From an optimization exercise on the open Yosys and OpenROAD flow, aimed at small area; shortcuts taken in it are not production practice.
The RTL was checked by simulation tests, not by an equivalence proof against the original design.
Power is estimated from default activity; no workload was simulated.

// tank_game_top
module tank_game_top (
	input  logic         Reset,      
	input  logic         frame_clk,  
	input  logic [31:0]  keys,       
	output logic [51:0]  tanks,      
	output logic [191:0] bullets,    
	output logic [1:0]   hit
);
	function automatic logic [9:0] step10(input logic [9:0] v, input logic en, input logic dn);
		logic c;
		c = en;
		for (int i = 0; i < 10; i++) begin
			step10[i] = v[i] ^ c;
			c = c & (v[i] ^ dn);
		end
	endfunction
	function automatic logic [8:0] step9(input logic [8:0] v, input logic en, input logic dn);
		logic c;
		c = en;
		for (int i = 0; i < 9; i++) begin
			step9[i] = v[i] ^ c;
			c = c & (v[i] ^ dn);
		end
	endfunction
	function automatic logic [6:0] step7(input logic [6:0] v, input logic en, input logic dn);
		logic c;
		c = en;
		for (int i = 0; i < 7; i++) begin
			step7[i] = v[i] ^ c;
			c = c & (v[i] ^ dn);
		end
	endfunction
	function automatic logic ge10(input logic [9:0] a, input logic [9:0] b);
		logic g;
		g = 1'b1;
		for (int i = 0; i < 10; i++) begin
			g = (a[i] & ~b[i]) | (a[i] & g) | (~b[i] & g);
		end
		ge10 = g;
	endfunction
	function automatic logic ge9(input logic [8:0] a, input logic [8:0] b);
		logic g;
		g = 1'b1;
		for (int i = 0; i < 9; i++) begin
			g = (a[i] & ~b[i]) | (a[i] & g) | (~b[i] & g);
		end
		ge9 = g;
	endfunction
	function automatic logic ge5(input logic [4:0] a, input logic [4:0] b);
  ...
clock: 7.0 ns
lec_check: 0
cap_margin: 20
core_margin: 2
core_utilization: 45
gpl_timing_driven: 0
place_density: 0.65
setup_slack_margin: 0.15
slew_margin: 20
standard.sh (not shown) runs the stock make flow with config.mk's settings and CLKGATE_MAP_FILE= SYNTH_SCRIPT=/design/flow/synth_recipe.tcl, a recipe that flattens the netlist after the stock synthesis.
==> flow/flow/run.sh <==
#!/bin/bash
# Own layout flow:
#  1. the standard synthesis (standard.sh synth), unchanged;
#  2. an area-oriented ABC re-map of its combinational logic only: every register
#     keeps its instance name and cell type (flatten.ys, remap.ys);
#  3. the standard layout from that netlist, with buf_1 as the port buffer
#     and a clock tree of fewer buffers.
# Each tool's full output goes to a log file of its own in this folder.
set -euo pipefail
W=$PWD
R=$W/orfs/results/$FLOW_PLATFORM/tank_game_top/base
LIB=$FLOW_HOME/platforms/$FLOW_PLATFORM/lib/sky130_fd_sc_hd__tt_025C_1v80.lib
YOSYS=$FLOW_HOME/../tools/install/yosys/bin/yosys
[[ -x $YOSYS ]] || YOSYS=$(command -v yosys)

bash standard.sh synth > $W/1_standard_synth.log 2>&1

mkdir -p $W/remap
cp $R/1_2_yosys.v $W/remap/std.v
cp $LIB $W/remap/lib.lib
cp $W/flow/area.abc $W/remap/area.abc
sed "s/TOP/$FLOW_TOP/" $W/flow/flatten.ys > $W/remap/flatten.ys
sed "s/TOP/$FLOW_TOP/" $W/flow/remap.ys > $W/remap/remap.ys
(cd $W/remap && $YOSYS -s flatten.ys) > $W/2_flatten_yosys.log 2>&1
(cd $W/remap && $YOSYS -s remap.ys) > $W/2_remap_yosys.log 2>&1
rm -f $W/remap/lib.lib

cp $W/remap/remapped.v $R/1_2_yosys.v
rm -f $R/1_synth.odb $R/1_synth.sdc
export BUFFER_PORTS_ARGS="-buffer_cell sky130_fd_sc_hd__buf_1"
# the buffers synthesis put on pass-through nets go before placement
export REMOVE_ABC_BUFFERS=1
# a shallow clock tree: big sink clusters, no dummy loads
export CTS_ARGS="-sink_clustering_enable -repair_clock_nets -buf_list sky130_fd_sc_hd__clkbuf_8 -sink_clustering_size 16 -sink_clustering_max_diameter 90 -dont_use_dummy_load"
bash standard.sh finish > $W/3_standard_layout.log 2>&1
Other scripts of this flow, unchanged in this note and not shown: flow/flow/area.abc, flow/flow/flatten.ys, flow/flow/remap.ys
The baseline produced a clean layout.
Then changed:
--- a/flow/config.mk
+++ b/flow/config.mk
@@ -13 +13 @@
-export SETUP_SLACK_MARGIN = 0.15
+export SETUP_SLACK_MARGIN = 0.1
The changed run finished with timing, DRC and antenna clean; utilization does not change; register-to-register slack degrades by 0.04 ns; cell area is unchanged; global-route usage is about the same; synthesized cell count stays the same; final cell count is unchanged; power hardly moves; combinational power barely changes.

## separate check: timing with driven ports
The results above use ideal ports. As a check the final layouts listed here were re-extracted and re-timed, cells and wires unchanged. Step 1 sets driving cells, clkbuf_16 on the clock port and buf_2 on the other inputs (assumed; they add their load-dependent delay and slew). Step 2 adds t to the input delays and takes it off the output delays; t is the mean of the earliest and latest rising clock arrival at the registers after step 1. Input paths then give back, and output paths get back, about the clock's delay inside the block. Three values: ideal ports, drivers, drivers and shift; two values: the first two.
| run | t (ns) | slack for setup (ns) | hold WS [ns] | worst slew at a driven data input, ns | pins driven straight from the clock port |
|---|---|---|---|---|---|
| the first run | 0.642 | 0.221 / 0.168 / 0.810 | 0.471 / 0.471 / 0.471 | 0.03 | 1 |
| the second run | 0.645 | 0.196 / 0.143 / 0.788 | 0.472 / 0.472 / 0.472 | 0.04 | 1 |
After both steps setup and hold are still met in every run listed.
